From an optimization exercise on the open Yosys and OpenROAD flow, aimed at small area, a short achievable clock period and few clock cycles per item; shortcuts taken in it are not production practice.
The RTL was checked by simulation tests, not by an equivalence proof against the original design.

==> flow/design.v (outline; a module is shown in full before it is edited, if it fits) <==
// module phsc_benc: 19 lines
// module phsc_csa_32x32: 982 lines
// module phsc_csae_32x32: 982 lines
// module phsc_csa_32x18: 534 lines
// module phsc_csae_32x18: 534 lines
// module phsc_csreg: 27 lines
// module phsc_csreg2: 27 lines
// module pid_heading_speed_controller: 321 lines
module pid_heading_speed_controller
(
    input  logic                 clk,
    input  logic                 rst_n,
    input  logic                 cfg_we,
    input  logic [phsc_pkg::CFG_IDX_W-1:0] cfg_index,
    input  logic [phsc_pkg::DATA_W-1:0]    cfg_data,
    input  logic                 s_axis_tvalid,
    output logic                 s_axis_tready,
    input  logic [2*phsc_pkg::DATA_W-1:0]  s_axis_tdata,    
    output logic                 m_axis_tvalid,
    input  logic                 m_axis_tready,
    output logic [2*phsc_pkg::DATA_W-1:0]  m_axis_tdata     
);
  // ...
==> flow/flow/run.sh <==
#!/bin/bash
# standard layout, with timing repair aiming below the clock period (setup margin in ns)
set -euo pipefail
MARGIN=$(cat flow/margin.txt)
bash standard.sh SETUP_SLACK_MARGIN=$MARGIN finish > flow_make.log 2>&1
==> flow/flow/margin.txt <==
6.5
==> flow/standard.sh <==
#!/bin/bash
# synth_recipe.tcl (not shown) runs the flow's synth.tcl, then flattens the netlist and writes it again
# the make line also repeats each setting of config.mk as NAME=value (left out here)
make -C /OpenROAD-flow-scripts/flow DESIGN_CONFIG=/design/flow/config.mk WORK_HOME=/design/flow/orfs CLKGATE_MAP_FILE= SYNTH_SCRIPT=/design/flow/synth_recipe.tcl "${@:-finish}"
==> flow/config.mk <==
export PLATFORM = sky130hd
export DESIGN_NAME = pid_heading_speed_controller
export DESIGN_NICKNAME = pid_heading_speed_controller
export VERILOG_FILES = /design/flow/design.v
export SDC_FILE = /design/flow/constraint.sdc
export NUM_CORES = 4
export LEC_CHECK = 0
export CAP_MARGIN = 20
export CORE_MARGIN = 2
export CORE_UTILIZATION = 40
export CTS_CLUSTER_DIAMETER = 100
export CTS_CLUSTER_SIZE = 24
export PLACE_DENSITY = 0.68
export SLEW_MARGIN = 20
==> flow/constraint.sdc <==
create_clock -name core_clock -period 11.0 [get_ports {clk}]
set_input_delay 2.2000 -clock core_clock [delete_from_list [all_inputs] [get_ports {clk}]]
set_output_delay 2.2000 -clock core_clock [all_outputs]
set_load 0.01 [all_outputs]
==> PnR_summary.wiki, run 1 <==
{| class="wikitable"
! Metric !! Value
|-
| Clock buffers created by TritonCTS || between 90 and 100
|-
| Highest-count cells in the layout ignoring fill and taps || a22oi_1, inv_1, fa_1
|-
| Total number of sequential cells || around 1,600
|-
| Final instance area || 194,000 sq um
|-
| Share of the final layout cell area in multi-input gates || 61.4%
|-
| Flip-flop and latch area || around 45,000 sq um
|-
| Post-synthesis mux area share || ~1.7%
|-
| Dominant register cell in the synthesized netlist || edfxtp_1
|-
| Setup TNS after final layout || 0 ns
|-
| Final setup margin || 6.49 ns
|-
| Initial Util || 40.1%
|-
| Most instantiated cells after synthesis || a22oi_1, inv_1, fa_1
|-
| Number of cells after detailed placement || between 20,000 and 25,000
|-
| Post-Route Skew || ~0.13 ns
|-
| Number of nets in the synthesized netlist || 20,299
|-
| Routed met1 length || about 230,000 microns
|-
| Final hold vios || 0
|-
| Most common library cell in the layout ignoring fill and taps || a22oi_1
|-
| Most numerous cell in the Yosys netlist || a22oi_1
|-
| Vias per cell || 6.05
|-
| Clock tree root driver cell || clkbuf_16
|-
| Number of antenna diodes || 46
|-
| Arrival @ worst endpoint || 5.11 ns
|-
| Area overhead of the layout relative to synthesis || 10.1%
|-
| Worst path buffer plus inverter count || 4
|-
| Repair and plain buffers || between 900 and 1,000
|-
| Worst-case headroom to the max-slew limit || between 10% and 20%
|-
| Clk cell area share || 1.73%
|-
| Biggest area contributors in the synthesized netlist || fa_1, edfxtp_1, a22oi_1
|-
| Number of antenna violations at the first check in global routing || slightly below 60
|-
| Number of max-cap violations || 0
|-
| IO Port Bufs || 169
|-
| Synth Instances || roughly 17,000
|-
| Result of the run || no timing/DRC/antenna violations
|-
| Taps Inserted || 5,904
|-
| Post-detailed-placement cell area || 183,000 sq um
|-
| Worst min-delay path startpoint || h3[7]$_DFFE_PN_
|-
| Maximum clock path buffer count || 4
|-
| Source of the critical timing path || deriv4[27]$_DFFE_PN_
|-
| Reg clk slew, reported paths || about 0.10 ns
|}
Testbench counts, summed over its fixed seeds: cycles 4,856, items 4,800.
==> run 2: changes to the inputs <==
--- a/flow/config.mk
+++ b/flow/config.mk
@@ -8,7 +8,7 @@
 export CAP_MARGIN = 20
 export CORE_MARGIN = 2
-export CORE_UTILIZATION = 40
+export CORE_UTILIZATION = 50
 export CTS_CLUSTER_DIAMETER = 100
 export CTS_CLUSTER_SIZE = 24
-export PLACE_DENSITY = 0.68
+export PLACE_DENSITY = 0.65
 export SLEW_MARGIN = 20
==> PnR_summary.wiki, run 2 <==
{| class="wikitable"
! Metric !! Value
|-
| Highest-count cells in the layout ignoring fill and taps || a22oi_1, inv_1, fa_1
|-
| Number of register bits inferred by synthesis || 1,560
|-
| Starting DRC count in detailed routing || ~18,000
|-
| Worst reg-to-reg setup slack || between 6 and 7 ns
|-
| TritonCTS clock tree || yes
|-
| Worst min-delay path startpoint || d2[4]$_DFFE_PN_
|-
| Arrival @ worst endpoint || 5.09 ns (-0.02 ns)
|-
| Number of max-cap violations || 0 (unchanged)
|-
| Reg clk slew, reported paths || 0.10 ns (about the same)
|-
| Clock buffers created by TritonCTS || 102 (+4.1%)
|-
| Maximum achievable frequency || about 220 MHz
|-
| Final hold vios || 0 (unchanged)
|-
| Pin count of the biggest net entering global routing || 175
|-
| Number of antenna violations at the first check in global routing || 46 (-21%)
|-
| Area overhead of the layout relative to synthesis || 9.51%
|-
| Core region area || about 350,000 sq um
|-
| GPL Wtd Cong || between 0.9 and 1
|-
| Worst Hold Endpoint || d3[4]$_DFFE_PN_
|-
| Vias per cell || 6.31 (+4.2%)
|-
| Class of the tightest hold or removal check || reg -> reg
|-
| Total global-route track usage || around 33%
|-
| Number of nets in the synthesized netlist || 20,299 (unchanged)
|-
| Number of distinct library cell variants in the gate-level netlist after synthesis || just under 100
|-
| Post-synth EDFFs || ~1,100
|-
| Number of design rule violations left after detail routing || 0
|-
| Avg WL per Cell || about 28 microns
|-
| Placement row count || around 220
|-
| Worst Max-Slew Pin Slew || roughly 1.3 ns
|-
| Final-stage net count || around 20,000
|-
| Synth Instances || 17,273 (unchanged)
|-
| Die span in y || ~600 microns
|-
| Post-synthesis instance area || ~180,000 sq um
|-
| Most instantiated cells after synthesis || a22oi_1, inv_1, fa_1
|-
| Detailed placer's ending HPWL || approximately 380,000 microns
|-
| Critical R2R Launch || h4[17]$_DFFE_PN_
|-
| RSZ-0062 raised after global routing || yes
|-
| Core occupancy in the finished layout || between 50% and 60%
|-
| Mean area per synthesized cell || 10.2 sq um
|-
| Sink count of the clock tree || around 1,600
|-
| Via count of the first global-routing pass || ~140k
|-
| Worst-case headroom to the max-slew limit || 12.2% (-5.1 points)
|-
| Clock insertion delay at the later pin of the skew report || about 0.96 ns
|-
| Hold path cells || 0
|-
| Reg-to-reg endpoint || r_kp.rc[8]$_DFFE_PN_
|-
| Layout cells sized above 1 || between 10% and 20%
|-
| Part of the Yosys area used for sequential elements || 25.2%
|-
| Most numerous cell in the Yosys netlist || a22oi_1
|-
| CTS H-Tree Depth || 3
|-
| Proportion of netlist area held by the largest area contributor || around a quarter
|-
| Share of async-settable or async-resettable flops after synthesis || approximately 30%
|-
| GR Overflow Total || 0
|-
| Maximum clock path buffer count || 4 (unchanged)
|-
| Data required time at the worst endpoint || between 10 and 15 ns
|-
| X dimension of the die || 598 microns
|-
| Count of endpoints failing setup in the final report || 0
|-
| Final critical-path required period || around 4.5 ns
|-
| Area of the multi-input gates || roughly 120,000 sq um
|-
| Critical path class || reg -> reg
|-
| Total count of max-transition violations in the final report || 0
|-
| CP max FO || 16
|-
| Final ANT Viol Nets || 0
|-
| Final setup margin || 6.49 ns (+0.00497 ns)
|-
| Clock tree root driver cell || clkbuf_16
|-
| Startpoint types || flop
|-
| Pre-CTS setup slack || 5.63 ns
|-
| DRT Wirelength || 605,000 microns
|-
| Depth of the worst register-to-register path || 12
|-
| Most common library cell in the layout ignoring fill and taps || a22oi_1
|-
| Vias after detailed routing || about 140k
|-
| I/O pin cnt || 170
|-
| First drt pass iteration count || 10
|-
| Hold Buf Count CTS || 0
|-
| Final-layout worst hold slack || around 0.37 ns
|-
| Fillers || between 30,000 and 40,000
|-
| Library cell occupying the most area in the post-synthesis netlist || fa_1
|-
| Initial Util || 50.1% (+10 points)
|-
| Biggest area contributors in the synthesized netlist || fa_1, edfxtp_1, a22oi_1
|-
| Flip-flop and latch area || 44,900 sq um (+0.18%)
|-
| Overall die area || ~360,000 sq um
|-
| IO Port Bufs || 169 (unchanged)
|-
| Global-route wire length before repair || about 880,000 microns
|-
| Dominant register cell in the synthesized netlist || edfxtp_1
|-
| Endpoint kind of the worst setup timing path || flop
|-
| Tcrit/Tclk final || around two fifths
|-
| Post-Route Skew || 0.122 ns (-0.0122 ns)
|-
| Synth Warn # || 7
|-
| Result of the run || no timing/DRC/antenna violations
|}
## run 2: cell types whose count changed in the layout (fill, tap and decap cells not counted), moves of 14 or more
| cell | before | now |
|---|---|---|
| buf_4 | 390 | 406 |
| clkbuf_1 | 37 | 23 |
| a22oi_2 | 160 | 178 |
| o21ai_0 | 486 | 500 |
| dfrtp_2 | 86 | 107 |
| o21ai_1 | 69 | 55 |
| a22oi_1 | 2338 | 2320 |
| diode_2 | 46 | 31 |
| dfrtp_1 | 318 | 288 |
| a21oi_2 | 16 | 49 |
| a21oi_1 | 551 | 515 |
## run 2: cells by family after synthesis
| group | share of synthesized area [%] |
|---|---|
| XOR/XNOR | 14.7 |
| multiplexers | 1.71 |
| buffers and inverters | 8.41 |
| flip-flops | 25.2 |
| AO/OA/AOI/OAI | 16.7 |
| adder cells (fa/ha/maj) | 29.7 |
| AND/OR/NAND/NOR | 3.60 |
## run 2: routing by layer
layer	wire [microns]	GRT usage, %	share of wire [%]
met2	260000	48.3	43
met5	391	0	0.065
met4	33300	15.4	5.5
met1	229000	43.0	38
met3	82300	10.8	14
## run 2: what timing repair did
| item | CTS | global route |
|---|---|---|
| setup buffers | 112 | 138 |
| cloned | 16 | 50 |
| endpoints found under the setup margin | 379 | 401 |
| resized for setup | 442 | 752 |
| pin swaps | 34 | 174 |
## run 2: worst max-delay path by stage
stage | startpoint | end | slack, ns | depth (start not counted)
5_1_grt | h4[26]$_DFFE_PN_ | r_kp.rc[16]$_DFFE_PN_ | 6.40 | 13
6_report | h4[17]$_DFFE_PN_ | r_kp.rc[8]$_DFFE_PN_ | 6.49 | 12
3_3_place_gp | kp_neg[7]$_DFFE_PN0P_ | r_kp.rc[17]$_DFFE_PN_ | 5.67 | 10
3_5_place_dp | kp_neg[7]$_DFFE_PN0P_ | r_kp.rc[17]$_DFFE_PN_ | 5.63 | 10
2_1_floorplan | sk_valid$_DFF_PN0_ | candf6[0]$_SDFFCE_PP0N_ | -3.96 | 1
4_1_cts | ti6[1]$_DFFE_PN_ | held_turn_reg[19]$_DFFE_PN0P_ | 6.49 | 17
## run 2: final cells by class
type / instances / share of cell area [%]
diodes: 31 / 0.0401
clock buffers: 134 / 1.44
clock inverters: 51 / 0.416
inverters: 2267 / 4.42
multi-input cells: 11782 / 61.9
flip-flops and latches: 1560 / 23.2
well taps: 4730 / 3.06
repair buffers: 907 / 5.54
## run 2: worst max-delay path: stages, from the launching register on
cell       delay, ns
edfxtp_1        0.40
buf_6           0.17
buf_4           0.13
buf_4           0.15
bufbuf_16       0.31
a22oi_1         0.19
xor2_1          0.20
fa_1            0.46
fa_1            0.42
fa_1            0.53
fa_1            0.55
inv_1           0.07
fa_1            0.55
## run 2: per-stage QoR
stage | instance area (sq um) | cells | TNS, ns
after floorplan | 177000 | 17273 | -3865.32
after global placement | 181000 | 20929 | 0
after detailed placement | 182000 | 20930 | 0
after CTS | 188000 | 21243 | 0
after global routing | 193000 | 21437 | 0
final | 193000 | 21462 | 0

## port drivers added, routing unchanged
The flow's constraints put no driver on any port. The routed layouts listed below were extracted and timed again, unchanged, in two steps.
Step 1, drivers: a clkbuf_16 drives clk and a buf_2 each remaining input, both assumed.
Step 2 times the ports against the registers' clock, not the clock port: input delays grow and output delays shrink by t, the midpoint of the rising clock arrivals with the driver on.
a / b / c = ideal ports / drivers / drivers and shift; a / b = the first two.
run	t (ns)	setup WS [ns]	hold WS [ns]	worst register clock-pin slew, ns	cell pins on the clock port's net
run 1	1.020	6.486 / 6.486 / 6.251	0.361 / 0.361 / 0.361	0.11 / 0.11	1
run 2	1.028	6.491 / 6.491 / 5.972	0.374 / 0.374 / 0.374	0.11 / 0.11	1
After both steps every run listed still meets setup and hold. The setup slack of run 2, which loses most, moves by 0.000 ns with the drivers and by -0.519 ns with both steps.
